Context: an optimization exercise on an open-source flow, tuned for small area and a short achievable clock period. The choices shown serve that exercise and are no tape-out recipe.
Where RTL was checked, it was by simulation tests only, not by an equivalence proof against the original.
The RTL of run 6 was laid out without a check of its function.
Power figures rest on the tool's default switching activity, not on a simulated workload.

--- flow/design.v ---
module alu_regfile (
    input  logic        clk,
    input  logic        reset,
    input  logic [4:0]  readReg1,
    input  logic [4:0]  readReg2,
    input  logic [4:0]  writeReg,
    input  logic [31:0] writeData,
    input  logic        regWrite,
    output logic [31:0] readData1,
    output logic [31:0] readData2,
    input  logic [31:0] aluA,
    input  logic [31:0] aluB,
    input  logic [2:0]  aluOp,
    input  logic [4:0]  shamt,
    output logic [31:0] aluOut,
    output logic        zeroFlag
);
    logic [31:0] regs_n [1:31];
    logic [31:0] wdata_n;
    assign wdata_n = reset ? 32'hFFFF_FFFF : ~writeData;
    always_ff @(posedge clk) begin
        if (reset) begin
            for (int i = 1; i < 32; i++)
                regs_n[i] <= wdata_n;
        end else if (regWrite && (writeReg != 5'd0)) begin
            regs_n[writeReg] <= wdata_n;
        end
    end
    logic [31:0][31:1] col;
    always_comb begin
        for (int b = 0; b < 32; b++)
            for (int i = 1; i < 32; i++)
                col[b][i] = regs_n[i][b];
    end
    rd_port u_rd1 (.addr(readReg1), .col(col), .data(readData1));
    rd_port u_rd2 (.addr(readReg2), .col(col), .data(readData2));
    alu u_alu (
        .a(aluA), .b(aluB), .op(aluOp), .sh(shamt),
        .y(aluOut), .zero(zeroFlag)
    );
endmodule
module rd_port (
    input  logic [4:0]  addr,
    input  logic [31:0][31:1] col,
    output logic [31:0] data
);
    logic [31:0] sel;
    rd_dec u_dec (.addr(addr), .sel(sel));
    for (genvar b = 0; b < 32; b++) begin : g_bit
        rd_bit u_bit (.dn(col[b]), .sel(sel), .q(data[b]));
    end
endmodule
module rd_dec (
    input  logic [4:0]  addr,
    output logic [31:0] sel
);
    always_comb
        for (int i = 0; i < 32; i++)
            sel[i] = (addr == 5'(i));
endmodule
module rd_bit (
    input  logic [31:1] dn,
    input  logic [31:0] sel,
    output logic        q
);
    logic [10:0] n1;    
    logic [2:0]  p2;
    for (genvar k = 0; k < 10; k++) begin : g_l1
        c_a222oi u (.a1(dn[3*k+1]), .a2(sel[3*k+1]), .b1(dn[3*k+2]), .b2(sel[3*k+2]),
                    .c1(dn[3*k+3]), .c2(sel[3*k+3]), .y(n1[k]));
    end
    c_aoi21 u_l1x (.a1(dn[31]), .a2(sel[31]), .b1(sel[0]), .y(n1[10]));
    c_nand4 u_l2a (.a(n1[0]), .b(n1[1]), .c(n1[2]), .d(n1[3]), .y(p2[0]));
    c_nand4 u_l2b (.a(n1[4]), .b(n1[5]), .c(n1[6]), .d(n1[7]), .y(p2[1]));
    c_nand3 u_l2c (.a(n1[8]), .b(n1[9]), .c(n1[10]), .y(p2[2]));
    c_nor3  u_l3  (.a(p2[0]), .b(p2[1]), .c(p2[2]), .y(q));
endmodule
module alu (
    input  logic [31:0] a,
    input  logic [31:0] b,
    input  logic [2:0]  op,
    input  logic [4:0]  sh,
    output logic [31:0] y,
    output logic        zero
);
    logic s_add, s_sub, s_and, s_or, s_shl, s_shr, s_nor, s_slt;
    assign s_add = (op == 3'd0);
    assign s_sub = (op == 3'd1);
    assign s_and = (op == 3'd2);
    assign s_or  = (op == 3'd3);
    assign s_shl = (op == 3'd4);
    assign s_shr = (op == 3'd5);
    assign s_nor = (op == 3'd6);
    assign s_slt = (op == 3'd7);
    logic [31:0] gn, tn, gsn, tsn, p;
    for (genvar i = 0; i < 32; i++) begin : g_bit
        c_nand2  u_gn  (.a(a[i]), .b(b[i]), .y(gn[i]));       
        c_nor2   u_tn  (.a(a[i]), .b(b[i]), .y(tn[i]));       
        c_nand2b u_gsn (.an(b[i]), .b(a[i]), .y(gsn[i]));     
        c_nor2b  u_tsn (.a(a[i]), .bn(b[i]), .y(tsn[i]));     
        c_xor2   u_p   (.a(a[i]), .b(b[i]), .y(p[i]));        
    end
    logic [31:1] ca, cs;
    logic [31:0] gs0;
    assign gs0 = {gsn[31:1], tsn[0]};    
    ks_carry u_ca (.gn(gn),  .tn(tn),  .c(ca));
    ks_carry u_cs (.gn(gs0), .tn(tsn), .c(cs));
    logic [31:0] xn, shr_raw, shl, shr;
    for (genvar i = 0; i < 32; i++) begin : g_rev
        c_mux2i u (.a0(b[31-i]), .a1(b[i]), .s(op[0]), .y(xn[i]));
        assign shr[i] = shr_raw[i];
        assign shl[i] = shr_raw[31-i];
    end
    shift_r u_shr (.xn(xn), .sh(sh), .y(shr_raw));
    logic lt, g31, t31;
    c_nor2b  u_lt_g (.a(a[31]), .bn(b[31]), .y(g31));     
    c_nand2b u_lt_t (.an(b[31]), .b(a[31]), .y(t31));     
    c_aoi21  u_lt   (.a1(t31), .a2(cs[31]), .b1(g31), .y(lt));
    for (genvar i = 0; i < 32; i++) begin : g_out
        logic ua, va, us, vs, yan, ysn, xn, ln;
        alu_pre u_pre (.s_add(s_add), .s_sub(s_sub), .s_and(s_and), .s_or(s_or),
                       .s_nor(s_nor), .s_slt(s_slt), .gn(gn[i]), .tn(tn[i]), .p(p[i]),
                       .ua(ua), .va(va), .us(us), .vs(vs), .ln(ln));
        c_aoi22 u_x (.a1(s_shl), .a2(shl[i]), .b1(s_shr), .b2(shr[i]), .y(xn));
        if (i == 0) begin : g_b0
            logic lsn;
            c_inv   u_ya (.a(ua), .y(yan));
            c_inv   u_ys (.a(us), .y(ysn));
            c_nand2 u_lts (.a(s_slt), .b(lt), .y(lsn));
            c_nand5 u_o (.a(yan), .b(ysn), .c(xn), .d(ln), .e(lsn), .y(y[i]));
        end else begin : g_bn
            c_mux2i u_ya (.a0(ua), .a1(va), .s(ca[i]), .y(yan));
            c_mux2i u_ys (.a0(vs), .a1(us), .s(cs[i]), .y(ysn));
            c_nand4 u_o (.a(yan), .b(ysn), .c(xn), .d(ln), .y(y[i]));
        end
    end
    logic [31:0] xadd;
    logic z_add, z_sub, z_and, z_or, z_nor, z_shl, z_shr;
    logic [3:0] zt;
    logic       s_slt_n;
    assign s_slt_n = (op != 3'd7);
    assign xadd[0] = p[0];
    for (genvar i = 1; i < 32; i++) begin : g_zadd
        c_xnor2 u (.a(p[i]), .b(tn[i-1]), .y(xadd[i]));
    end
    nor32  u_z_add (.x(xadd), .z(z_add));
    nor32  u_z_sub (.x(p),    .z(z_sub));
    and32  u_z_and (.x(gn),   .z(z_and));
    and32  u_z_or  (.x(tn),   .z(z_or));
    nor32  u_z_nor (.x(tn),   .z(z_nor));
    logic [31:0] therm, therm_r;
    therm32 u_therm (.sh(sh), .t(therm));
    for (genvar i = 0; i < 32; i++) begin : g_msk
        assign therm_r[i] = therm[31-i];
    end
    nor_and32 u_z_shl (.a(b), .b(therm_r), .z(z_shl));
    nor_and32 u_z_shr (.a(b), .b(therm),   .z(z_shr));
    c_aoi22   u_zt0 (.a1(s_add), .a2(z_add), .b1(s_sub), .b2(z_sub), .y(zt[0]));
    c_aoi22   u_zt1 (.a1(s_and), .a2(z_and), .b1(s_or),  .b2(z_or),  .y(zt[1]));
    c_aoi22   u_zt2 (.a1(s_shl), .a2(z_shl), .b1(s_shr), .b2(z_shr), .y(zt[2]));
    c_a2bb2oi u_zt3 (.a1n(lt), .a2n(s_slt_n), .b1(s_nor), .b2(z_nor), .y(zt[3]));
    c_nand4   u_z   (.a(zt[0]), .b(zt[1]), .c(zt[2]), .d(zt[3]), .y(zero));
endmodule
module alu_pre (
    input  logic s_add, s_sub, s_and, s_or, s_nor, s_slt,
    input  logic gn, tn, p,
    output logic ua, va, us, vs, ln
);
    assign ua = s_add & p;
    assign va = s_add & ~p;
    assign us = s_sub & p;
    assign vs = s_sub & ~p;
    assign ln = ~((s_and & ~gn) | (s_or & ~tn) | (s_nor & tn));
endmodule
module ks_carry (
    input  logic [31:0] gn,
    input  logic [31:0] tn,
    output logic [31:1] c
);
    logic [31:0] g [6];
    logic [31:0] t [6];
    assign g[0] = gn;
    assign t[0] = tn;
    for (genvar k = 1; k <= 5; k++) begin : g_lvl
        localparam int D = 1 << (k - 1);
        for (genvar i = 0; i < 32; i++) begin : g_node
            if (i < D) begin : g_done
                c_inv u_g (.a(g[k-1][i]), .y(g[k][i]));
                assign t[k][i] = 1'b0;
            end else begin : g_comb
                if (k % 2 == 1) begin : g_pos
                    c_oai21 u_g (.a1(t[k-1][i]), .a2(g[k-1][i-D]), .b1(g[k-1][i]), .y(g[k][i]));
                    if (i >= 2 * D) begin : g_t
                        c_nor2 u_t (.a(t[k-1][i]), .b(t[k-1][i-D]), .y(t[k][i]));
                    end else begin : g_tx
                        assign t[k][i] = 1'b0;
                    end
                end else begin : g_neg
                    c_aoi21 u_g (.a1(t[k-1][i]), .a2(g[k-1][i-D]), .b1(g[k-1][i]), .y(g[k][i]));
                    if (i >= 2 * D) begin : g_t
                        c_nand2 u_t (.a(t[k-1][i]), .b(t[k-1][i-D]), .y(t[k][i]));
                    end else begin : g_tx
                        assign t[k][i] = 1'b0;
                    end
                end
            end
        end
    end
    assign c = g[5][30:0];
endmodule
module shift_r (
    input  logic [31:0] xn,
    input  logic [4:0]  sh,
    output logic [31:0] y
);
    logic [31:0] v [6];
    assign v[0] = xn;
    for (genvar k = 0; k < 5; k++) begin : g_lvl
        localparam int D = 1 << k;
        for (genvar i = 0; i < 32; i++) begin : g_b
            if (i + D < 32) begin : g_m
                c_mux2i u (.a0(v[k][i]), .a1(v[k][i+D]), .s(sh[k]), .y(v[k+1][i]));
            end else if (k % 2 == 0) begin : g_f1
                c_nor2 u (.a(v[k][i]), .b(sh[k]), .y(v[k+1][i]));
            end else begin : g_f0
                c_nand2b u (.an(sh[k]), .b(v[k][i]), .y(v[k+1][i]));
            end
        end
    end
    assign y = v[5];
endmodule
module nor32 (
    input  logic [31:0] x,
    output logic        z
);
    assign z = ~|x;
endmodule
module therm32 (
    input  logic [4:0]  sh,
    output logic [31:0] t
);
    always_comb
        for (int j = 0; j < 32; j++)
            t[j] = (5'(j) >= sh);
endmodule
module nor_and32 (
    input  logic [31:0] a,
    input  logic [31:0] b,
    output logic        z
);
    assign z = ~|(a & b);
endmodule
module and32 (
    input  logic [31:0] x,
    output logic        z
);
    assign z = &x;
endmodule
module c_inv    (input logic a, output logic y);                     assign y = ~a;              endmodule
module c_nand2  (input logic a, b, output logic y);                  assign y = ~(a & b);        endmodule
module c_nor2   (input logic a, b, output logic y);                  assign y = ~(a | b);        endmodule
module c_nand2b (input logic an, b, output logic y);                 assign y = ~(~an & b);      endmodule
module c_nor2b  (input logic a, bn, output logic y);                 assign y = ~(a | ~bn);      endmodule
module c_xor2   (input logic a, b, output logic y);                  assign y = a ^ b;           endmodule
module c_xnor2  (input logic a, b, output logic y);                  assign y = ~(a ^ b);        endmodule
module c_or2    (input logic a, b, output logic y);                  assign y = a | b;           endmodule
module c_nand3  (input logic a, b, c, output logic y);               assign y = ~(a & b & c);    endmodule
module c_nor3   (input logic a, b, c, output logic y);               assign y = ~(a | b | c);    endmodule
module c_nand4  (input logic a, b, c, d, output logic y);            assign y = ~(a & b & c & d); endmodule
module c_nand5  (input logic a, b, c, d, e, output logic y);         assign y = ~(a & b & c & d & e); endmodule
module c_aoi21  (input logic a1, a2, b1, output logic y);            assign y = ~((a1 & a2) | b1); endmodule
module c_oai21  (input logic a1, a2, b1, output logic y);            assign y = ~((a1 | a2) & b1); endmodule
module c_aoi22  (input logic a1, a2, b1, b2, output logic y);        assign y = ~((a1 & a2) | (b1 & b2)); endmodule
module c_a222oi (input logic a1, a2, b1, b2, c1, c2, output logic y);
    assign y = ~((a1 & a2) | (b1 & b2) | (c1 & c2));
endmodule
module c_a2bb2oi (input logic a1n, a2n, b1, b2, output logic y);   assign y = ~((~a1n & ~a2n) | (b1 & b2)); endmodule
module c_mux2i  (input logic a0, a1, s, output logic y);             assign y = ~(s ? a1 : a0);  endmodule
--- flow/config.mk ---
export PLATFORM = sky130hd
export DESIGN_NAME = alu_regfile
export DESIGN_NICKNAME = alu_regfile
export VERILOG_FILES = /design/flow/design.v
export SDC_FILE = /design/flow/constraint.sdc
export NUM_CORES = 4
export LEC_CHECK = 0
export CAP_MARGIN = 20
export CORE_MARGIN = 2
export CORE_UTILIZATION = 45
export CTS_CLUSTER_DIAMETER = 45
export CTS_CLUSTER_SIZE = 14
export PLACE_DENSITY = 0.7
export SETUP_SLACK_MARGIN = 2.5
export SLEW_MARGIN = 20
export SYNTH_HIERARCHICAL = 1
export SYNTH_MINIMUM_KEEP_SIZE = 0
export TNS_END_PERCENT = 0
--- flow/flow/run.sh ---
#!/bin/bash
# Standard ORFS layout built from the standard synthesis, with two
# changes to how the layout is made:
#  - after synthesis every combinational cell is set to its smallest drive
#    strength (flow/downsize.py); the resizer then upsizes what timing needs;
#  - the resizer may swap cells across footprints, ports get plain buffers
#    and the clock tree uses clkbuf_8.
# Each tool's full output goes to a log of its own in this folder; ORFS also
# keeps each step's log under orfs/logs/.
set -o pipefail
ARGS=(MATCH_CELL_FOOTPRINT=0
      BUFFER_PORTS_ARGS="-buffer_cell sky130_fd_sc_hd__buf_2"
      CTS_BUF_LIST="sky130_fd_sc_hd__clkbuf_8")
RES=orfs/results/$FLOW_PLATFORM/alu_regfile/base
bash standard.sh "${ARGS[@]}" synth > synth.log 2>&1 || exit 1
python3 flow/downsize.py "$FLOW_HOME/platforms/sky130hd/lib/sky130_fd_sc_hd__tt_025C_1v80.lib" \
    "$RES/1_2_yosys.v" > downsize.log 2>&1 || exit 1
rm -f "$RES/1_synth.odb" "$RES/1_synth.sdc"
bash standard.sh "${ARGS[@]}" finish > flow.log 2>&1
--- flow/constraint.sdc ---
create_clock -name core_clock -period 7.5 [get_ports {clk}]
set_input_delay 1.5000 -clock core_clock [delete_from_list [all_inputs] [get_ports {clk}]]
set_output_delay 1.5000 -clock core_clock [all_outputs]
set_load 0.01 [all_outputs]
--- flow/standard.sh ---
#!/bin/bash
# synth_recipe.tcl (not shown) runs the flow's synth.tcl, then flattens the netlist and writes it again
# the make line also repeats each setting of config.mk as NAME=value (left out here)
make -C /OpenROAD-flow-scripts/flow DESIGN_CONFIG=/design/flow/config.mk WORK_HOME=/design/flow/orfs CLKGATE_MAP_FILE= SYNTH_SCRIPT=/design/flow/synth_recipe.tcl "${@:-finish}"
--- flow/flow/downsize.py ---
#!/usr/bin/env python3
"""Swap every combinational cell of a synthesized netlist for the smallest
drive strength of the same cell (same function and pins), so that the
resizer starts from minimum size and upsizes only where timing needs it.
Flip-flops, latches and tie cells are left as they are.
usage: downsize.py liberty netlist.v"""
import re, sys

lib, net = sys.argv[1], sys.argv[2]
area = {}
for m in re.finditer(r'cell\s*\(\s*"?(sky130_fd_sc_hd__\w+)"?\s*\)\s*\{.*?area\s*:\s*([\d.]+)',
                     open(lib).read(), re.S):
    area[m.group(1)] = float(m.group(2))

keep = re.compile(r'__(e?df|sdf|sedf|dl|conb|tap|fill|decap|diode)')
def base(c):
    m = re.match(r'(sky130_fd_sc_hd__\w+?)_(\d+)$', c)
    return m.group(1) if m else None

best = {}
for c in area:
    b = base(c)
    if b is None or keep.search(c):
        continue
    # smallest area; on a tie the stronger drive
    drive = lambda x: int(x.rsplit('_', 1)[1])
    if b not in best or (area[c], -drive(c)) < (area[best[b]], -drive(best[b])):
        best[b] = c

txt = open(net).read()
count = {}
def sub(m):
    c = m.group(1)
    b = base(c)
    if b in best and best[b] != c and not keep.search(c):
        count[c] = count.get(c, 0) + 1
        return m.group(0).replace(c, best[b], 1)
    return m.group(0)
txt = re.sub(r'^(\s*)(sky130_fd_sc_hd__\w+)(?=\s)', lambda m: m.group(1) + sub(re.match(r'(.*)', m.group(2))), txt, flags=re.M)
open(net, 'w').write(txt)
for c, n in sorted(count.items()):
    b = base(c)
    print(f'{n:6d} {c} -> {best[b]}')
==> results.yml, run 1 <==
run_status:
  status: "no timing/DRC/antenna violations"
final_layout:
  largest-register: "regs_n"
  syn2layout_area_growth_pct: 21.1
  nets: 4252
  fill_cells: 8545
  final_common_cell: "edfxtp_1"
  largest_reg_flops: 992
  drive_above_1_share_pct: 26.8
  final_cell_mix: "edfxtp_1, a222oi_1, buf_4, nand4_1, mux2i_1"
  reg_top3: "regs_n: 992 flops"
cts:
  clk_path_buf_depth: 3
  cts_tree: "done"
  path_clk_slew_ns: 0.09
  cts-root-buf: "clkbuf_8"
  cts.sinks: 992
  cts_max_level: 3
  cts_buffers: 100
sta:
  finalSetupTns_ns: 0
  finalCritPeriodShare_pct: 73.0
  max_freq_mhz: 183
  fin_crit_ns: 5.47
  relSlewSlack_pct: 19.9
  setup_viol: 0
  holdWs_ns: 1.23
  worst_slack_ns: 2.03
  hold_violations: 0
  rsz0062_at_grt: "true"
  drv_slew: 0
  tightest_slew_ns: 1.20
worst_setup_path:
  cp_max_fo: 9
  startpoint_type: "input pin"
  crit_start: "readReg1[0]"
  critPathKind: "input pin to output pin"
  slowest_delay_ns: 0.52
  crit_path_cell_trace: "clkbuf_4 -> or3_4 -> nor2_4 -> buf_12 -> buf_4 -> a222oi_1 -> nand4_1 -> nor3_4 -> buf_2"
  endpoint: "readData1[7]"
  arrival_ns: 3.97
  crit_required_ns: 6.00
  cp_slowest_cell: "a222oi_1"
  crit_path_end_kind: "output pin"
power:
  power_density_mw_per_mm2: 218
  intPower_mw: 8.81
  seqPwrFrac_pct: 54.8
  p_leak_nw: 20.0
  switchingPower_mw: 3.76
  combPwrFrac_pct: 16.7
  vdd_drop_max_v: 0.000201
  clock_power_share_pct: 28.6
  p_sw_share_pct: 29.9
synth:
  postSynthAreaPerCell_sq_um: 13.5
  ys_warn_count: 16
  syn_area_sq_mm: 0.0476
  synthCells: 3529
  syn-num-nets: 3651
global_route:
  grt_pass1_vias: 40772
  grt_overflow: 0
  antenna_found_initial: 15
  grt_max_degree: 69
  grt_pass1_wl_mm: 297
  track_usage_pct: 38.6
hold_path:
  worstHoldStart: "writeData[16]"
  hp-class: "input pin to flop"
placement:
  gp_congestion: 1.04
  place_ws_ns: 1.46
  dp_hpwl_mm: 126
  io_buffers: 218
die:
  dieHeight_um: 329
  die_x_um: 329
  dieArea_sq_mm: 0.108
  initial_utilization_pct: 45.3
  rows: 119
  core_sq_mm: 0.105
  ioPinCount: 219
detailed_routing:
  totalWireLength_mm: 222
  drcViolationCount: 0
  firstDrtPassIters: 22
  viasPerCell: 7.93
  detailroute.via_count: 44367
  wire_per_inst_um: 39.6
  drtIter0Drc: 12303
  ant_nets: 0
run:
  drv_cap: 0
==> worst max-delay path: cells and delay by family <==
| kind | cells | cell delay (ns) |
|---|---|---|
| simple gates | 4 | 1.14 |
| buf+inv | 4 | 0.78 |
| compound gates | 1 | 0.52 |
==> power groups by stage <==
stage	clock [mW]	combinational [mW]	sequential (mW)
3_5_place_dp	0	1.72	6.99
2_1_floorplan	0	0.892	6.91
6_report	3.59	2.10	6.88
4_1_cts	3.54	1.88	6.86
3_3_place_gp	0	1.71	6.95
5_1_grt	3.75	2.12	6.92
==> through the flow <==
step	power (mW)	cell area, sq um	cells	utilization (%)
2_1_floorplan	7.80	47600	3529	-
3_3_place_gp	8.66	51800	5212	49.3
3_5_place_dp	8.70	51800	5212	49.3
4_1_cts	12.3	56200	5534	53.5
5_1_grt	12.8	57600	5589	54.8
6_report	12.6	57600	5598	54.8
==> worst min-delay path by stage <==
stage,to,cells past startpoint
2_1_floorplan,readData1[0],3
3_3_place_gp,readData2[30],4
3_5_place_dp,readData2[20],4
4_1_cts,regs_n[10][30],3
5_1_grt,regs_n[30][16],2
6_report,regs_n[30][16],2
==> final cells by class <==
class | count | area, sq um | area share (%)
timing repair buffer | 500 | 3990 | 6.93
clock inverter | 67 | 623 | 1.08
antenna | 10 | 25.0 | 0.0434
tap | 1391 | 1740 | 3.02
inverter | 101 | 379 | 0.658
sequential | 992 | 29800 | 51.7
clock buffer | 102 | 1400 | 2.44
multi-input combinational | 2435 | 19700 | 34.1
==> metal layers <==
layer	part of all wire (%)	global-route usage, %	wire [um]	vias up
met1	32	47.7	70700	20925
met4	8.8	23.7	19400	24
li1	-	-	-	16884
met2	40	54.3	88200	5250
met5	0.17	1.91	378	-
met3	19	18.7	42800	1284
==> timing repair <==
item,CTS,global route
gates cloned,26,8
hold buffers,0,0
resized for setup,242,200
pin swaps,92,59
buffers inserted,127,45
setup endpoints to repair,97,97
==> run 2: changes to the inputs <==
--- a/flow/design.v
+++ b/flow/design.v
@@ -263,7 +263,6 @@
 module c_nor2b  (input logic a, bn, output logic y);                 assign y = ~(a | ~bn);      endmodule
 module c_xor2   (input logic a, b, output logic y);                  assign y = a ^ b;           endmodule
 module c_xnor2  (input logic a, b, output logic y);                  assign y = ~(a ^ b);        endmodule
-module c_or2    (input logic a, b, output logic y);                  assign y = a | b;           endmodule
 module c_nand3  (input logic a, b, c, output logic y);               assign y = ~(a & b & c);    endmodule
 module c_nor3   (input logic a, b, c, output logic y);               assign y = ~(a | b | c);    endmodule
 module c_nand4  (input logic a, b, c, d, output logic y);            assign y = ~(a & b & c & d); endmodule
--- a/flow/config.mk
+++ b/flow/config.mk
@@ -6,11 +6,12 @@
 export NUM_CORES = 4
 export LEC_CHECK = 0
 export CAP_MARGIN = 20
+export CELL_PAD_IN_SITES_DETAIL_PLACEMENT = 1
 export CORE_MARGIN = 2
 export CORE_UTILIZATION = 45
 export CTS_CLUSTER_DIAMETER = 45
 export CTS_CLUSTER_SIZE = 14
-export PLACE_DENSITY = 0.7
+export PLACE_DENSITY = 0.65
 export SETUP_SLACK_MARGIN = 2.5
 export SLEW_MARGIN = 20
 export SYNTH_HIERARCHICAL = 1
==> run 2 against run 1 <==
  * Now fails the layout checks on max-capacitance violations, max-slew violations
  * Non-clock buffer count down 18
  * Sequential power up 0.9%
  * Clock power up 21%
  * Routed wire length up 10%
  * Sequential share of layout area up 0.13 points
  * Cell count up 0.41%
  * Worst setup slack worse by 0.34 ns
  * Highest routed layer unchanged
==> results.yml, run 2 <==
run_status:
  status: "finished with violations"
  so_faults: "max-capacitance violations, max-slew violations"
worst_setup_path:
  cp_slowest_cell: "nor2_2"
  slowest_delay_ns: 1.18
  crit_path_end_kind: "output pin"
  critPathKind: "input pin to output pin"
  startpoint_type: "input pin"
  crit_top_cell: "buf_2"
  crit_path_cell_trace: "buf_2 -> nand3b_1 -> buf_12 -> nor2_2 -> a222oi_1 -> nand4_1 -> nor3_2 -> buf_2"
  arrival_ns: 4.31
  cp_max_fo: 12
  crit_required_ns: 6.00
die:
  ioPinCount: 219
  die_x_um: 329
  rows: 119
  dieHeight_um: 329
  initial_utilization_pct: 45.3
  dieArea_sq_mm: 0.108
  core_sq_mm: 0.105
power:
  switchingPower_mw: 4.07
  intPower_mw: 9.31
  clock_power_share_pct: 32.4
  vdd_drop_max_v: 0.000202
  seqPwrFrac_pct: 51.9
  combPwrFrac_pct: 15.7
  p_leak_nw: 20.2
  p_sw_share_pct: 30.4
  power_density_mw_per_mm2: 233
final_layout:
  final_common_cell: "edfxtp_1"
  reg_top3: "regs_n: 992 flops"
  drive_above_1_share_pct: 25.5
  multi_input_area_sq_mm: 0.0193
  largest_reg_flops: 992
  largest-register: "regs_n"
  seq_area_sq_mm: 0.0298
  nets: 4245
  fill_cells: 10565
  final_cell_mix: "edfxtp_1, a222oi_1, buf_4, mux2i_1, buf_2"
  syn2layout_area_growth_pct: 20.8
cts:
  cts_tree: "done"
  cts_buffers: 110
  cts_max_level: 3
  cts-root-buf: "clkbuf_8"
  cts.sinks: 992
  clk_path_buf_depth: 3
  path_clk_slew_ns: 0.09
  cts_hold_buf: 0
detailed_routing:
  route.met2.wl_mm: 101
  drtIter0Drc: 12133
  wire_per_inst_um: 43.4
  viasPerCell: 8.19
  highest_layer: "met5"
  wl_met1_mm: 79.3
  ant_nets: 0
  firstDrtPassIters: 21
  drcViolationCount: 0
  detailroute.via_count: 46027
  totalWireLength_mm: 244
  wl_met3_mm: 43.5
synth:
  synthCells: 3529
  ys_warn_count: 16
  postSynthAreaPerCell_sq_um: 13.5
  syn-num-nets: 3651
  syn_area_sq_mm: 0.0476
placement:
  io_buffers: 218
  gp_congestion: 1.02
  dp_hpwl_mm: 143
global_route:
  antenna_found_initial: 27
  grt_overflow: 0
  track_usage_pct: 43.2
  grt_pass1_vias: 44721
  grt_max_degree: 65
  grt_pass1_wl_mm: 332
sta:
  finalCritPeriodShare_pct: 77.5
  setup_viol: 0
  max_freq_mhz: 172
  tightest_slew_ns: 1.59
  hold_violations: 0
  rsz0062_at_grt: "true"
  holdWs_ns: 1.48
  fin_crit_ns: 5.81
  finalSetupTns_ns: 0
  drv_slew: 13
  relSlewSlack_pct: -6.30
hold_path:
  hp-class: "input pin to flop"
run:
  drv_cap: 1
==> run 2: changes by cell type in the layout (fill, tap and decap cells not counted), sizes merged, moves of 2 or more <==
cell	change
buf	-16
diode	+8
clkinv	+4
clkbuf	+7
inv	+6
clkinvlp	+2
bufinv	+11
==> run 2: what timing repair did <==
| action | CTS | global route |
|---|---|---|
| gates resized for setup | 214 | 53 |
| pin swaps | 77 | 32 |
| setup endpoints to repair | 97 | 97 |
| gates cloned | 28 | 1 |
| buffers inserted | 121 | 29 |
==> run 2: area by class of cell <==
type | instances | area share [%]
diodes | 18 | 0.0784
clock buffers | 111 | 2.66
clock inverters | 90 | 1.83
inverters | 101 | 0.660
multi-input cells | 2436 | 33.5
flip-flops and latches | 992 | 51.8
well taps | 1391 | 3.03
repair buffers | 482 | 6.41
==> run 2: routing by layer <==
layer	up-vias	global-route usage, %
met1	22151	53.4
li1	16925	-
met5	-	0.217
met2	5447	62.0
met3	1478	18.7
met4	26	27.5
==> run 2: final timing paths <==
| path | start | endpoint | slack, ns | cells after the start |
|---|---|---|---|---|
| worst max-delay path | readReg1[3] | readData1[4] | 1.69 | 8 |
| worst min-delay path | writeReg[4] | regs_n[29][8] | 1.48 | 3 |
==> run 2: power groups by stage <==
| stage | Combinational, mW | Clock [mW] | Sequential (mW) |
|---|---|---|---|
| after global routing | 2.12 | 4.48 | 6.97 |
| final | 2.10 | 4.34 | 6.94 |
| after floorplan | 0.892 | 0 | 6.91 |
| after global placement | 1.72 | 0 | 6.97 |
| after detailed placement | 1.76 | 0 | 7.02 |
| after CTS | 1.92 | 4.24 | 6.90 |
==> run 2: stage by stage <==
stage / power (mW) / cell area, sq um / utilization, % / instances / setup WS (ns)
final: 13.4 / 57500 / 54.7 / 5621 / 1.69
after global routing: 13.6 / 57400 / 54.6 / 5607 / 1.97
after CTS: 13.1 / 56900 / 54.1 / 5573 / 2.27
after detailed placement: 8.78 / 51900 / 49.4 / 5223 / 1.29
after global placement: 8.69 / 51900 / 49.4 / 5223 / 1.38
after floorplan: 7.80 / 47600 / - / 3529 / 2.53
==> run 2: worst max-delay path: cells and delay by family <==
| family | cells | cell delay (ns) |
|---|---|---|
| buffers and inverters | 3 | 0.55 |
| AO/OA/AOI/OAI | 1 | 0.24 |
| AND/OR/NAND/NOR | 4 | 2.01 |
==> run 3: changes to the inputs <==
--- a/flow/config.mk
+++ b/flow/config.mk
@@ -6,13 +6,12 @@
 export NUM_CORES = 4
 export LEC_CHECK = 0
 export CAP_MARGIN = 20
-export CELL_PAD_IN_SITES_DETAIL_PLACEMENT = 1
 export CORE_MARGIN = 2
 export CORE_UTILIZATION = 45
 export CTS_CLUSTER_DIAMETER = 45
 export CTS_CLUSTER_SIZE = 14
 export PLACE_DENSITY = 0.65
-export SETUP_SLACK_MARGIN = 2.5
+export SETUP_SLACK_MARGIN = 2.7
 export SLEW_MARGIN = 20
 export SYNTH_HIERARCHICAL = 1
 export SYNTH_MINIMUM_KEEP_SIZE = 0
==> run 3 against run 2 <==
  * The run now finishes clean
  * First-iteration DRC count shrank 3.2%
  * Critical path depth grew 1
  * Sequential share of layout area fell by 0.14 points
  * Routed wire length fell by 9.1%
  * Via count is 4.8% lower
  * Critical endpoint is now readData1[9]
  * Largest cell class unchanged
  * Highest routed layer unchanged
==> results.yml, run 3 <==
cts:
  cts-root-buf: "clkbuf_8"
  cts_max_level: 3
  path_clk_slew_ns: 0.08
  cts_tree: "done"
  cts_hold_buf: 0
  clk_path_buf_depth: 3
  cts_buffers: 108
  cts.sinks: 992
worst_setup_path:
  critPathKind: "input pin to output pin"
  cp_slowest_cell: "a222oi_1"
  slowest_delay_ns: 0.95
  path_buf_inv: 4
  crit_required_ns: 6.00
  critPathTopFamily: "compound AO/OA/AOI/OAI gates"
  cp.depth: 9
  cp_max_fo: 19
  crit_path_cell_trace: "buf_2 -> nand3b_1 -> buf_4 -> nor2_4 -> buf_6 -> a222oi_1 -> nand4_1 -> nor3_2 -> buf_2"
  crit_path_end_kind: "output pin"
  crit_top_cell: "buf_2"
  startpoint_type: "input pin"
  arrival_ns: 3.97
hold_path:
  hp-class: "input pin to flop"
  min_path_cells: 2
final_layout:
  largest_reg_flops: 992
  post-route-util_pct: 54.8
  reg_top3: "regs_n: 992 flops"
  final_cell_mix: "edfxtp_1, a222oi_1, buf_4, mux2i_1, buf_2"
  nets: 4246
  largest-register: "regs_n"
  drive_above_1_share_pct: 26.0
  final_common_cell: "edfxtp_1"
  syn2layout_area_growth_pct: 21.1
sta:
  finalSetupTns_ns: 0
  finalCritPeriodShare_pct: 73.0
  rsz0062_at_grt: "true"
  max_freq_mhz: 183
  setup_viol: 0
  hold_violations: 0
  drv_slew: 0
  tightest_slew_ns: 1.22
  relSlewSlack_pct: 18.9
  fin_crit_ns: 5.47
  worst_slack_ns: 2.03
detailed_routing:
  wl_met3_mm: 41.0
  wl_met1_mm: 75.5
  totalWireLength_mm: 222
  ant_nets: 0
  drtIter0Drc: 11749
  detailroute.via_count: 43817
  highest_layer: "met5"
  wire_per_inst_um: 39.6
  drcViolationCount: 0
  route.met2.wl_mm: 90.4
  viasPerCell: 7.81
  firstDrtPassIters: 17
power:
  p_leak_nw: 20.2
  vdd_drop_max_v: 0.000223
  power_mw: 13.2
  power_density_mw_per_mm2: 228
synth:
  syn_area_sq_mm: 0.0476
  synthCells: 3529
  syn-num-nets: 3651
  ys_warn_count: 16
  postSynthAreaPerCell_sq_um: 13.5
die:
  rows: 119
  core_sq_mm: 0.105
  ioPinCount: 219
  dieHeight_um: 329
  dieArea_sq_mm: 0.108
  die_x_um: 329
  initial_utilization_pct: 45.3
placement:
  gp_congestion: 1.02
  io_buffers: 218
  dp_hpwl_mm: 132
  place_ws_ns: 1.39
global_route:
  grt_max_degree: 65
  grt_overflow: 0
  track_usage_pct: 39.4
  grt_pass1_vias: 40522
  antenna_found_initial: 14
  grt_pass1_wl_mm: 301
run:
  drv_cap: 0
run_status:
  status: "no timing/DRC/antenna violations"
[run 3: worst paths after layout]
path,startpoint,to,slack (ns)
worst min-delay path,writeData[16],regs_n[17][16],1.24
worst max-delay path,readReg1[1],readData1[9],2.03
[run 3: area by class of cell]
type	count	area (sq um)
Multi-Input combinational cell	2436	19400
Sequential cell	992	29800
Clock inverter	90	1090
Tap cell	1391	1740
Antenna cell	6	15.0
Clock buffer	108	1490
Inverter	101	379
Fill cell	8722	47500
Timing Repair Buffer	485	3770
[run 3: what timing repair did]
action,4_1_cts,5_1_grt
endpoints found under the setup margin,97,97
gates resized for setup,261,32
gates cloned,32,1
pin swaps,91,20
setup buffers,142,6
[run 3: through the flow]
stage / area, sq um / cells / hold slack (ns)
floorplan: 47600 / 3529 / 2.01
global placement: 51900 / 5223 / 2.14
detailed placement: 51900 / 5223 / 2.15
CTS: 57300 / 5595 / 1.44
global route: 57600 / 5604 / 1.25
finish: 57600 / 5609 / 1.24
[run 3: layer usage]
| metal | GRT usage, % | up-vias |
|---|---|---|
| met3 | 17.4 | 995 |
| met4 | 19.9 | 24 |
| met2 | 55.8 | 4718 |
| li1 | - | 16915 |
| met1 | 50.9 | 21165 |
| met5 | 2.22 | - |
[run 3: power breakdown]
part / internal [mW] / total [mW] / switching, mW
Sequential: 6.63 / 6.88 / 0.253
Combinational: 0.600 / 2.04 / 1.45
Clock: 2.08 / 4.24 / 2.15
==> run 4: changes to the inputs <==
--- a/flow/design.v
+++ b/flow/design.v
@@ -15,22 +15,22 @@
     output logic [31:0] aluOut,
     output logic        zeroFlag
 );
-    logic [31:0] regs_n [1:31];
-    logic [31:0] wdata_n;
-    assign wdata_n = reset ? 32'hFFFF_FFFF : ~writeData;
+    logic [31:0] regs [1:31];
+    logic [31:0] wdata;
+    assign wdata = reset ? 32'd0 : writeData;
     always_ff @(posedge clk) begin
         if (reset) begin
             for (int i = 1; i < 32; i++)
-                regs_n[i] <= wdata_n;
+                regs[i] <= wdata;
         end else if (regWrite && (writeReg != 5'd0)) begin
-            regs_n[writeReg] <= wdata_n;
+            regs[writeReg] <= wdata;
         end
     end
     logic [31:0][31:1] col;
     always_comb begin
         for (int b = 0; b < 32; b++)
             for (int i = 1; i < 32; i++)
-                col[b][i] = regs_n[i][b];
+                col[b][i] = regs[i][b];
     end
     rd_port u_rd1 (.addr(readReg1), .col(col), .data(readData1));
     rd_port u_rd2 (.addr(readReg2), .col(col), .data(readData2));
@@ -44,36 +44,38 @@
     input  logic [31:0][31:1] col,
     output logic [31:0] data
 );
-    logic [31:0] sel;
+    logic [31:1] sel;
     rd_dec u_dec (.addr(addr), .sel(sel));
     for (genvar b = 0; b < 32; b++) begin : g_bit
-        rd_bit u_bit (.dn(col[b]), .sel(sel), .q(data[b]));
+        rd_bit u_bit (.d(col[b]), .sel(sel), .q(data[b]));
     end
 endmodule
 module rd_dec (
     input  logic [4:0]  addr,
-    output logic [31:0] sel
+    output logic [31:1] sel
 );
     always_comb
-        for (int i = 0; i < 32; i++)
+        for (int i = 1; i < 32; i++)
             sel[i] = (addr == 5'(i));
 endmodule
 module rd_bit (
-    input  logic [31:1] dn,
-    input  logic [31:0] sel,
+    input  logic [31:1] d,
+    input  logic [31:1] sel,
     output logic        q
 );
-    logic [10:0] n1;    
-    logic [2:0]  p2;
-    for (genvar k = 0; k < 10; k++) begin : g_l1
-        c_a222oi u (.a1(dn[3*k+1]), .a2(sel[3*k+1]), .b1(dn[3*k+2]), .b2(sel[3*k+2]),
-                    .c1(dn[3*k+3]), .c2(sel[3*k+3]), .y(n1[k]));
-    end
-    c_aoi21 u_l1x (.a1(dn[31]), .a2(sel[31]), .b1(sel[0]), .y(n1[10]));
-    c_nand4 u_l2a (.a(n1[0]), .b(n1[1]), .c(n1[2]), .d(n1[3]), .y(p2[0]));
-    c_nand4 u_l2b (.a(n1[4]), .b(n1[5]), .c(n1[6]), .d(n1[7]), .y(p2[1]));
-    c_nand3 u_l2c (.a(n1[8]), .b(n1[9]), .c(n1[10]), .y(p2[2]));
-    c_nor3  u_l3  (.a(p2[0]), .b(p2[1]), .c(p2[2]), .y(q));
+    logic [15:0] n1;    
+    logic [3:0]  p2;
+    logic [1:0]  n3;
+    for (genvar k = 0; k < 15; k++) begin : g_l1
+        c_aoi22 u (.a1(d[2*k+1]), .a2(sel[2*k+1]), .b1(d[2*k+2]), .b2(sel[2*k+2]), .y(n1[k]));
+    end
+    c_nand2 u_l1x (.a(d[31]), .b(sel[31]), .y(n1[15]));
+    for (genvar k = 0; k < 4; k++) begin : g_l2
+        c_nand4 u (.a(n1[4*k]), .b(n1[4*k+1]), .c(n1[4*k+2]), .d(n1[4*k+3]), .y(p2[k]));
+    end
+    c_nor2  u_l3a (.a(p2[0]), .b(p2[1]), .y(n3[0]));
+    c_nor2  u_l3b (.a(p2[2]), .b(p2[3]), .y(n3[1]));
+    c_nand2 u_l4  (.a(n3[0]), .b(n3[1]), .y(q));
 endmodule
 module alu (
     input  logic [31:0] a,
@@ -270,8 +272,5 @@
 module c_aoi21  (input logic a1, a2, b1, output logic y);            assign y = ~((a1 & a2) | b1); endmodule
 module c_oai21  (input logic a1, a2, b1, output logic y);            assign y = ~((a1 | a2) & b1); endmodule
 module c_aoi22  (input logic a1, a2, b1, b2, output logic y);        assign y = ~((a1 & a2) | (b1 & b2)); endmodule
-module c_a222oi (input logic a1, a2, b1, b2, c1, c2, output logic y);
-    assign y = ~((a1 & a2) | (b1 & b2) | (c1 & c2));
-endmodule
 module c_a2bb2oi (input logic a1n, a2n, b1, b2, output logic y);   assign y = ~((~a1n & ~a2n) | (b1 & b2)); endmodule
 module c_mux2i  (input logic a0, a1, s, output logic y);             assign y = ~(s ? a1 : a0);  endmodule
--- a/flow/config.mk
+++ b/flow/config.mk
@@ -10,8 +10,8 @@
 export CORE_UTILIZATION = 45
 export CTS_CLUSTER_DIAMETER = 45
 export CTS_CLUSTER_SIZE = 14
-export PLACE_DENSITY = 0.65
-export SETUP_SLACK_MARGIN = 2.7
+export PLACE_DENSITY = 0.7
+export SETUP_SLACK_MARGIN = 2.5
 export SLEW_MARGIN = 20
 export SYNTH_HIERARCHICAL = 1
 export SYNTH_MINIMUM_KEEP_SIZE = 0
==> run 4 against run 3 <==
  * Worst hold slack better by 0.0020 ns
  * First-iteration DRC count down 31%
  * Combinational power about the same
==> results.yml, run 4 <==
cts:
  cts-root-buf: "clkbuf_8"
  path_clk_slew_ns: 0.08
  cts.sinks: 992
  clk_path_buf_depth: 3
  cts_max_level: 3
  cts_buffers: 108
  cts_tree: "done"
worst_setup_path:
  startpoint_type: "input pin"
  arrival_ns: 4.03
  crit_path_end_kind: "output pin"
  critPathKind: "input pin to output pin"
  crit_required_ns: 6.00
  cp_max_fo: 18
final_layout:
  largest_reg_flops: 992
  final_cell_mix: "a22oi_1, edfxtp_1, nand4_1, buf_4, nand2_1"
  fill_cells: 8941
  final_common_cell: "a22oi_1"
  largest-register: "regs"
  reg_top3: "regs: 992 flops"
  nets: 4806
  stdcell_area_sq_mm: 0.0600
  drive_above_1_share_pct: 25.2
  fin_cells: 6193
  syn2layout_area_growth_pct: 22.1
sta:
  hold_violations: 0
  relSlewSlack_pct: 13.2
  tightest_slew_ns: 1.30
  setup_viol: 0
  drv_slew: 0
  finalCritPeriodShare_pct: 73.8
  holdWs_ns: 1.25
  max_freq_mhz: 181
  rsz0062_at_grt: "true"
  fin_crit_ns: 5.53
  finalSetupTns_ns: 0
placement:
  dp_cells: 5743
  dpl_cell_area_sq_mm: 0.0535
  io_buffers: 218
  dp_hpwl_mm: 121
  gp_congestion: 1.04
global_route:
  use_met2_pct: 51.8
  busiest_layer: "met2"
  grt_pass1_wl_mm: 276
  grt_pass1_vias: 40166
  antenna_found_initial: 12
  grt_use_met1_pct: 43.2
  grt_overflow: 0
  track_usage_pct: 34.0
  use_met3_pct: 9.58
  grt_max_degree: 69
run_status:
  status: "no timing/DRC/antenna violations"
power:
  power_mw: 12.8
  p_leak_nw: 20.6
  vdd_drop_max_v: 0.000272
  power_density_mw_per_mm2: 213
run:
  drv_cap: 0
die:
  ioPinCount: 219
  dieArea_sq_mm: 0.112
  dieHeight_um: 335
  initial_utilization_pct: 45.2
  die_x_um: 335
  core_sq_mm: 0.109
  rows: 121
synth:
  syn_area_sq_mm: 0.0492
  synthCells: 4039
  syn-num-nets: 4161
  postSynthAreaPerCell_sq_um: 12.2
  ys_warn_count: 16
detailed_routing:
  ant_nets: 0
  drcViolationCount: 0
  firstDrtPassIters: 14
  wire_per_inst_um: 34.0
  detailroute.via_count: 44649
  totalWireLength_mm: 211
  drtIter0Drc: 8049
  viasPerCell: 7.21
hold_path:
  hp-class: "input pin to flop"
-- run 4: routing by layer --
| layer | vias up | routed length [um] |
|---|---|---|
| met3 | 921 | 31800 |
| met1 | 21452 | 71600 |
| met2 | 4314 | 91500 |
| li1 | 17956 | - |
| met5 | - | 72 |
| met4 | 6 | 15600 |
-- run 4: worst paths after layout --
check	start	to	slack, ns	cells past startpoint
worst max-delay path	readReg2[1]	readData2[31]	1.97	10
worst min-delay path	writeData[16]	regs[5][16]	1.25	2
-- run 4: stage by stage --
step                util (%)  setup slack (ns)
floorplan                  -              2.47
global placement        49.2              1.52
detailed placement      49.3              1.63
CTS                     51.8              1.93
global route            55.2              2.14
finish                  55.2              1.97
-- run 4: layout make-up --
cell class                      count  area [sq um]  area share (%)
Sequential cell                   992         29800            49.6
Multi-Input combinational cell   2951         21300            35.6
Timing Repair Buffer              530          4390            7.31
Tap cell                         1414          1770            2.95
Clock buffer                      110          1510            2.52
Clock inverter                     87           818            1.36
Inverter                          101           379           0.632
Antenna cell                        8          20.0          0.0333
-- run 4: timing repair --
item                                   in CTS  in global routing
buffers inserted                           20                183
setup endpoints to repair                  97                 97
endpoints found under the hold margin       0                  0
cloned                                     15                 20
hold buffers                                0                  0
pin swaps                                  24                 74
resized for setup                          20                360
-- run 4: critical path, cell delays in order --
cell and delay, ns:
buf_2 0.16, or3b_4 0.54, nor2_4 0.10, buf_12 0.17, buf_6 0.20, a22oi_1 0.19
nand4_1 0.14, nor2_1 0.34, nand2_1 0.38, buf_2 0.27
-- run 4: report_power, final --
| part | switching (mW) | internal [mW] | leakage, nW |
|---|---|---|---|
| combinational | 1.46 | 0.606 | 9.80 |
| sequential | 0.238 | 6.63 | 9.58 |
| clock | 2.08 | 1.81 | 1.18 |
==> run 5: changes to the inputs <==
--- a/flow/design.v
+++ b/flow/design.v
@@ -138,9 +138,8 @@
     end
     logic [31:0] xadd;
     logic z_add, z_sub, z_and, z_or, z_nor, z_shl, z_shr;
-    logic [3:0] zt;
-    logic       s_slt_n;
-    assign s_slt_n = (op != 3'd7);
+    logic [7:0] zt;
+    logic [1:0] zq;
     assign xadd[0] = p[0];
     for (genvar i = 1; i < 32; i++) begin : g_zadd
         c_xnor2 u (.a(p[i]), .b(tn[i-1]), .y(xadd[i]));
@@ -157,11 +156,17 @@
     end
     nor_and32 u_z_shl (.a(b), .b(therm_r), .z(z_shl));
     nor_and32 u_z_shr (.a(b), .b(therm),   .z(z_shr));
-    c_aoi22   u_zt0 (.a1(s_add), .a2(z_add), .b1(s_sub), .b2(z_sub), .y(zt[0]));
-    c_aoi22   u_zt1 (.a1(s_and), .a2(z_and), .b1(s_or),  .b2(z_or),  .y(zt[1]));
-    c_aoi22   u_zt2 (.a1(s_shl), .a2(z_shl), .b1(s_shr), .b2(z_shr), .y(zt[2]));
-    c_a2bb2oi u_zt3 (.a1n(lt), .a2n(s_slt_n), .b1(s_nor), .b2(z_nor), .y(zt[3]));
-    c_nand4   u_z   (.a(zt[0]), .b(zt[1]), .c(zt[2]), .d(zt[3]), .y(zero));
+    c_nand2  u_zt0 (.a(s_add), .b(z_add), .y(zt[0]));
+    c_nand2  u_zt1 (.a(s_sub), .b(z_sub), .y(zt[1]));
+    c_nand2  u_zt2 (.a(s_and), .b(z_and), .y(zt[2]));
+    c_nand2  u_zt3 (.a(s_or),  .b(z_or),  .y(zt[3]));
+    c_nand2  u_zt4 (.a(s_shl), .b(z_shl), .y(zt[4]));
+    c_nand2  u_zt5 (.a(s_shr), .b(z_shr), .y(zt[5]));
+    c_nand2  u_zt6 (.a(s_nor), .b(z_nor), .y(zt[6]));
+    c_nand2b u_zt7 (.an(lt), .b(s_slt), .y(zt[7]));        
+    c_nand4  u_zq0 (.a(zt[0]), .b(zt[1]), .c(zt[2]), .d(zt[3]), .y(zq[0]));
+    c_nand4  u_zq1 (.a(zt[4]), .b(zt[5]), .c(zt[6]), .d(zt[7]), .y(zq[1]));
+    c_or2    u_z   (.a(zq[0]), .b(zq[1]), .y(zero));
 endmodule
 module alu_pre (
     input  logic s_add, s_sub, s_and, s_or, s_nor, s_slt,
@@ -265,6 +270,7 @@
 module c_nor2b  (input logic a, bn, output logic y);                 assign y = ~(a | ~bn);      endmodule
 module c_xor2   (input logic a, b, output logic y);                  assign y = a ^ b;           endmodule
 module c_xnor2  (input logic a, b, output logic y);                  assign y = ~(a ^ b);        endmodule
+module c_or2    (input logic a, b, output logic y);                  assign y = a | b;           endmodule
 module c_nand3  (input logic a, b, c, output logic y);               assign y = ~(a & b & c);    endmodule
 module c_nor3   (input logic a, b, c, output logic y);               assign y = ~(a | b | c);    endmodule
 module c_nand4  (input logic a, b, c, d, output logic y);            assign y = ~(a & b & c & d); endmodule
@@ -272,5 +278,4 @@
 module c_aoi21  (input logic a1, a2, b1, output logic y);            assign y = ~((a1 & a2) | b1); endmodule
 module c_oai21  (input logic a1, a2, b1, output logic y);            assign y = ~((a1 | a2) & b1); endmodule
 module c_aoi22  (input logic a1, a2, b1, b2, output logic y);        assign y = ~((a1 & a2) | (b1 & b2)); endmodule
-module c_a2bb2oi (input logic a1n, a2n, b1, b2, output logic y);   assign y = ~((~a1n & ~a2n) | (b1 & b2)); endmodule
 module c_mux2i  (input logic a0, a1, s, output logic y);             assign y = ~(s ? a1 : a0);  endmodule
--- a/flow/config.mk
+++ b/flow/config.mk
@@ -8,10 +8,8 @@
 export CAP_MARGIN = 20
 export CORE_MARGIN = 2
 export CORE_UTILIZATION = 45
-export CTS_CLUSTER_DIAMETER = 45
-export CTS_CLUSTER_SIZE = 14
 export PLACE_DENSITY = 0.7
-export SETUP_SLACK_MARGIN = 2.5
+export SETUP_SLACK_MARGIN = 2.4
 export SLEW_MARGIN = 20
 export SYNTH_HIERARCHICAL = 1
 export SYNTH_MINIMUM_KEEP_SIZE = 0
==> run 5 against run 4 <==
  * Worst hold slack got worse by 0.055 ns
  * Synthesized cell count up 0.12%
  * Fmax grew 2.9%
  * Sequential share of layout area rose by 0.60 points
  * Routed wire length is 1.4% lower
  * Critical path depth stayed put
  * Power increased by 1.8%
  * Sequential power barely moved
  * Synthesized area about the same
==> results.yml, run 5 <==
run_status:
  status: "no timing/DRC/antenna violations"
sta:
  holdWs_ns: 1.19
  setup_viol: 0
  relSlewSlack_pct: 22.7
  hold_violations: 0
  finalCritPeriodShare_pct: 71.7
  fin_crit_ns: 5.37
  max_freq_mhz: 186
  tightest_slew_ns: 1.16
  worst_slack_ns: 2.13
  drv_slew: 0
  finalSetupTns_ns: 0
  rsz0062_at_grt: "true"
cts:
  cts_max_level: 4
  cts_tree: "done"
  cts_hold_buf: 0
  cts-root-buf: "clkbuf_8"
  clk_path_buf_depth: 3
  cts.sinks: 992
  path_clk_slew_ns: 0.07
  cts_buffers: 155
power:
  seqPwrFrac_pct: 52.7
  power_density_mw_per_mm2: 220
  switchingPower_mw: 3.77
  p_sw_share_pct: 28.9
  clock_power_share_pct: 32.3
  p_leak_nw: 20.7
  power_mw: 13.0
  intPower_mw: 9.27
  combPwrFrac_pct: 15.0
  vdd_drop_max_v: 0.000214
final_layout:
  nets: 4808
  largest_reg_flops: 992
  fill_cells: 8974
  drive_above_1_share_pct: 22.8
  largest-register: "regs"
  seq_area_sq_mm: 0.0298
  multi_input_area_sq_mm: 0.0209
  reg_top3: "regs: 992 flops"
  final_cell_mix: "a22oi_1, edfxtp_1, nand4_1, nand2_1, nor2_1"
  stdcell_area_sq_mm: 0.0593
  final_common_cell: "a22oi_1"
  syn2layout_area_growth_pct: 20.6
die:
  rows: 121
  initial_utilization_pct: 45.3
  die_x_um: 335
  dieHeight_um: 335
  ioPinCount: 219
  dieArea_sq_mm: 0.112
  core_sq_mm: 0.109
synth:
  synthCells: 4044
  ys_warn_count: 16
  syn-num-nets: 4166
  syn_area_sq_mm: 0.0492
  postSynthAreaPerCell_sq_um: 12.2
worst_setup_path:
  critPathKind: "input pin to output pin"
  cp_max_fo: 13
  cp.depth: 10
  endpoint: "readData1[14]"
  startpoint_type: "input pin"
  cp_slowest_cell: "nor2_1"
  crit_start: "readReg1[3]"
  arrival_ns: 3.87
  slowest_delay_ns: 0.52
  path_buf_inv: 4
  crit_required_ns: 6.00
  critPathTopFamily: "simple AND/OR/NAND/NOR gates"
  crit_path_end_kind: "output pin"
  crit_path_cell_trace: "buf_2 -> nand2b_4 -> buf_4 -> nor2_4 -> buf_4 -> a22oi_1 -> nand4_1 -> nor2_1 -> nand2_1 -> buf_2"
global_route:
  use_met3_pct: 12.0
  use_met2_pct: 53.9
  grt_overflow: 0
  grt_use_met1_pct: 44.2
  grt_pass1_vias: 41803
  grt_pass1_wl_mm: 287
  busiest_layer: "met2"
  antenna_found_initial: 13
  grt_max_degree: 69
  track_usage_pct: 35.5
detailed_routing:
  firstDrtPassIters: 12
  drtIter0Drc: 7937
  totalWireLength_mm: 208
  wire_per_inst_um: 33.4
  ant_nets: 0
  drcViolationCount: 0
  detailroute.via_count: 44544
  viasPerCell: 7.16
placement:
  dpl_cell_area_sq_mm: 0.0536
  dp_hpwl_mm: 120
  place_ws_ns: 1.55
  io_buffers: 218
  gp_congestion: 1.01
run:
  drv_cap: 0
hold_path:
  hp-class: "input pin to flop"
  worstHoldStart: "writeData[19]"
## run 5: worst min-delay path by stage
stage	end	slack [ns]	cells after the start
after CTS	regs[3][10]	1.15	2
after global placement	regs[6][10]	2.00	2
after floorplan	regs[10][29]	2.04	1
final	regs[30][19]	1.19	2
after global routing	regs[3][10]	1.19	2
after detailed placement	regs[6][10]	2.01	2
## run 5: power by group through the flow
stage	registers, mW	clock network [mW]	logic (mW)
4_1_cts	6.86	4.19	1.82
5_1_grt	6.92	4.45	2.02
3_5_place_dp	6.97	0	1.73
2_1_floorplan	6.92	0	0.900
3_3_place_gp	6.94	0	1.71
6_report	6.87	4.21	1.96
## run 5: timing repair
| action | 4_1_cts | 5_1_grt |
|---|---|---|
| cloned | 35 | 1 |
| hold endpoints to repair | 0 | 0 |
| endpoints found under the setup margin | 97 | 97 |
| pin swaps | 64 | 12 |
| buffers inserted | 128 | 21 |
| resized for setup | 120 | 146 |
## run 5: per-layer routing
metal / vias up / share of wire (%)
met5: - / 0.039
met4: 10 / 7.1
met3: 955 / 15
met2: 4083 / 43
met1: 21495 / 34
li1: 18001 / -
## run 5: layout make-up
| type | instances | share of cell area (%) |
|---|---|---|
| clock inverter | 112 | 0.975 |
| timing repair buffer | 477 | 6.25 |
| antenna | 10 | 0.0422 |
| sequential | 992 | 50.2 |
| inverter | 101 | 0.639 |
| tap | 1414 | 2.98 |
| multi-input combinational | 2959 | 35.2 |
| clock buffer | 159 | 3.69 |
## run 5: stage by stage
| step | utilization [%] | std cells |
|---|---|---|
| finish | 54.6 | 6224 |
| global route | 54.5 | 6217 |
| CTS | 53.8 | 6191 |
| detailed placement | 49.3 | 5757 |
| global placement | 49.2 | 5755 |
| floorplan | - | 4044 |
==> run 6: changes to the inputs <==
--- a/flow/design.v
+++ b/flow/design.v
@@ -17,14 +17,15 @@
 );
     logic [31:0] regs [1:31];
     logic [31:0] wdata;
+    logic [31:1] wen;
     assign wdata = reset ? 32'd0 : writeData;
+    always_comb begin
+        for (int i = 1; i < 32; i++)
+            wen[i] = reset | (regWrite & (writeReg == 5'(i)));
+    end
     always_ff @(posedge clk) begin
-        if (reset) begin
-            for (int i = 1; i < 32; i++)
-                regs[i] <= wdata;
-        end else if (regWrite && (writeReg != 5'd0)) begin
-            regs[writeReg] <= wdata;
-        end
+        for (int i = 1; i < 32; i++)
+            if (wen[i]) regs[i] <= wdata;
     end
     logic [31:0][31:1] col;
     always_comb begin
@@ -107,13 +108,12 @@
     assign gs0 = {gsn[31:1], tsn[0]};    
     ks_carry u_ca (.gn(gn),  .tn(tn),  .c(ca));
     ks_carry u_cs (.gn(gs0), .tn(tsn), .c(cs));
-    logic [31:0] xn, shr_raw, shl, shr;
-    for (genvar i = 0; i < 32; i++) begin : g_rev
-        c_mux2i u (.a0(b[31-i]), .a1(b[i]), .s(op[0]), .y(xn[i]));
-        assign shr[i] = shr_raw[i];
-        assign shl[i] = shr_raw[31-i];
-    end
-    shift_r u_shr (.xn(xn), .sh(sh), .y(shr_raw));
+    logic [31:0] bn, shl, shr;
+    for (genvar i = 0; i < 32; i++) begin : g_bn
+        c_inv u (.a(b[i]), .y(bn[i]));
+    end
+    shift_l u_shl (.xn(bn), .sh(sh), .y(shl));
+    shift_r u_shr (.xn(bn), .sh(sh), .y(shr));
     logic lt, g31, t31;
     c_nor2b  u_lt_g (.a(a[31]), .bn(b[31]), .y(g31));     
     c_nand2b u_lt_t (.an(b[31]), .b(a[31]), .y(t31));     
@@ -215,6 +215,27 @@
     end
     assign c = g[5][30:0];
 endmodule
+module shift_l (
+    input  logic [31:0] xn,
+    input  logic [4:0]  sh,
+    output logic [31:0] y
+);
+    logic [31:0] v [6];
+    assign v[0] = xn;
+    for (genvar k = 0; k < 5; k++) begin : g_lvl
+        localparam int D = 1 << k;
+        for (genvar i = 0; i < 32; i++) begin : g_b
+            if (i >= D) begin : g_m
+                c_mux2i u (.a0(v[k][i]), .a1(v[k][i-D]), .s(sh[k]), .y(v[k+1][i]));
+            end else if (k % 2 == 0) begin : g_f1
+                c_nor2 u (.a(v[k][i]), .b(sh[k]), .y(v[k+1][i]));
+            end else begin : g_f0
+                c_nand2b u (.an(sh[k]), .b(v[k][i]), .y(v[k+1][i]));
+            end
+        end
+    end
+    assign y = v[5];
+endmodule
 module shift_r (
     input  logic [31:0] xn,
     input  logic [4:0]  sh,
--- a/flow/config.mk
+++ b/flow/config.mk
@@ -8,8 +8,7 @@
 export CAP_MARGIN = 20
 export CORE_MARGIN = 2
 export CORE_UTILIZATION = 45
-export PLACE_DENSITY = 0.7
-export SETUP_SLACK_MARGIN = 2.4
+export SETUP_SLACK_MARGIN = 2.2
 export SLEW_MARGIN = 20
 export SYNTH_HIERARCHICAL = 1
 export SYNTH_MINIMUM_KEEP_SIZE = 0
==> run 6 against run 5 <==
  * Cell area increased by 0.66%
  * Critical endpoint is now readData2[9]
  * Die area increased by 2.4%
  * Routed wire length increased by 7.6%
  * Sequential power about the same
  * Still clean on timing, DRC and antenna
==> results.yml, run 6 <==
run_status:
  status: "no timing/DRC/antenna violations"
power:
  vdd_drop_max_v: 0.000166
  intPower_mw: 9.20
  seqPwrFrac_pct: 52.9
  p_sw_share_pct: 29.3
  switchingPower_mw: 3.80
  combPwrFrac_pct: 15.1
  p_leak_nw: 21.1
  power_mw: 13.0
  power_density_mw_per_mm2: 218
  clock_power_share_pct: 32.0
final_layout:
  nets: 4927
  final_cell_mix: "a22oi_1, edfxtp_1, nand4_1, mux2i_1, nor2_1"
  seq_area_sq_mm: 0.0298
  post-route-util_pct: 53.9
  syn2layout_area_growth_pct: 18.5
  largest_reg_flops: 992
  multi_input_area_sq_mm: 0.0212
  fill_cells: 9669
  final_common_cell: "a22oi_1"
  largest-register: "regs"
  drive_above_1_share_pct: 20.3
  reg_top3: "regs: 992 flops"
  stdcell_area_sq_mm: 0.0597
  fin_cells: 6411
worst_setup_path:
  critPathKind: "input pin to output pin"
  arrival_ns: 3.97
  startpoint_type: "input pin"
  crit_required_ns: 6.00
  cp_max_fo: 14
  crit_path_end_kind: "output pin"
placement:
  place_ws_ns: 1.67
  io_buffers: 218
  dp_cells: 6036
  gp_congestion: 1.05
  dpl_cell_area_sq_mm: 0.0555
  dp_hpwl_mm: 144
cts:
  cts_buffers: 155
  path_clk_slew_ns: 0.06
  cts-root-buf: "clkbuf_8"
  cts_max_level: 4
  cts_tree: "done"
  cts.sinks: 992
  clk_path_buf_depth: 3
synth:
  syn-num-nets: 4328
  ys_warn_count: 19
  postSynthAreaPerCell_sq_um: 12.0
  syn_area_sq_mm: 0.0504
  synthCells: 4206
sta:
  finalCritPeriodShare_pct: 73.0
  fin_crit_ns: 5.47
  relSlewSlack_pct: 21.5
  setup_viol: 0
  drv_slew: 0
  holdWs_ns: 1.18
  max_freq_mhz: 183
  tightest_slew_ns: 1.17
  hold_violations: 0
  rsz0062_at_grt: "true"
  worst_slack_ns: 2.03
  finalSetupTns_ns: 0
run:
  drv_cap: 0
global_route:
  antenna_found_initial: 9
  grt_overflow: 0
  track_usage_pct: 37.6
  grt_pass1_vias: 42353
  grt_max_degree: 84
  grt_pass1_wl_mm: 309
detailed_routing:
  ant_nets: 0
  detailroute.via_count: 44510
  drcViolationCount: 0
  firstDrtPassIters: 9
  viasPerCell: 6.94
  totalWireLength_mm: 223
  wire_per_inst_um: 34.9
  drtIter0Drc: 7434
die:
  ioPinCount: 219
  initial_utilization_pct: 45.5
  core_sq_mm: 0.111
  rows: 122
  die_x_um: 339
  dieArea_sq_mm: 0.115
  dieHeight_um: 339
hold_path:
  hp-class: "input pin to flop"
run 6: cell types whose count changed in the layout (fill, tap and decap cells not counted), sizes merged, moves of 3 or more:
cell	delta
a31o	+4
a31oi	-3
a41o	-3
buf	-14
clkbuf	-13
clkinv	+12
inv	+24
mux2i	+97
nand2	+3
nand2b	+14
nand3b	-3
nor3b	-4
o21ai	+17
o21bai	-16
run 6: power by group through the flow:
| stage | Clock, mW | Combinational, mW | Sequential, mW |
|---|---|---|---|
| global route | 4.42 | 2.04 | 6.92 |
| CTS | 4.18 | 1.88 | 6.87 |
| global placement | 0 | 1.84 | 6.96 |
| detailed placement | 0 | 1.85 | 6.98 |
| floorplan | 0 | 0.950 | 6.93 |
| finish | 4.16 | 1.97 | 6.87 |
run 6: worst paths after layout:
check / start / end / cells after the start
worst min-delay path: writeData[28] / regs[11][28] / 2
worst max-delay path: readReg2[4] / readData2[9] / 9
run 6: what timing repair did:
| item | CTS | global route |
|---|---|---|
| gates cloned | 11 | 0 |
| pin swaps | 36 | 21 |
| hold buffers | 0 | 0 |
| endpoints found under the setup margin | 97 | 95 |
| setup buffers | 58 | 31 |
| resized for setup | 37 | 64 |
run 6: cell type report:
type / instances / share of cell area [%]
inverter: 136 / 0.855
tap: 1488 / 3.12
antenna: 8 / 0.0335
clock buffer: 157 / 3.62
sequential: 992 / 49.9
clock inverter: 110 / 0.937
timing repair buffer: 452 / 5.97
multi-input combinational: 3068 / 35.6
run 6: critical path, cell delays in order:
cell	delay [ns]
buf_2	0.12
nand2b_2	0.55
nor2_4	0.64
buf_4	0.37
a22oi_1	0.12
nand4_1	0.14
nor2_1	0.06
nand2_1	0.22
buf_2	0.23
run 6: layer usage:
metal | share of wire, % | global-route usage [%]
met2 | 44 | 57.3
met1 | 36 | 47.5
met4 | 7.6 | 25.8
met5 | 0.013 | 0
met3 | 12 | 9.05

## re-timing with driven ports
How much do the figures lean on ideal ports? The routed layouts below were timed once more, with nothing changed but the port constraints.
Step 1: set_driving_cell puts a clkbuf_16 on clk and a buf_2 on each other input, an assumption about the parent block.
Step 2 moves the port delays by t, midway between the first and last clock arrival at a register: inputs arrive t later, outputs are due t later. That takes back most of the time a late clock gives input paths.
Three values: no drivers, after step 1, after step 2; two values: the first two.
run | t, ns | setup slack, ns | latest minus earliest clock arrival (ns)
run 1 | 0.814 | 2.026 / 1.913 / 1.913 | 0.070 / 0.070
run 2 | 0.855 | 1.691 / 1.588 / 1.588 | 0.108 / 0.108
run 3 | 0.829 | 2.027 / 1.886 / 1.886 | 0.107 / 0.108
run 4 | 0.825 | 1.968 / 1.936 / 1.936 | 0.057 / 0.056
run 5 | 0.873 | 2.125 / 2.032 / 2.032 | 0.039 / 0.039
run 6 | 0.897 | 2.025 / 1.926 / 1.926 | 0.045 / 0.045
The setup slack of run 3, which loses most, moves by -0.141 ns with the drivers and by -0.141 ns with both steps.
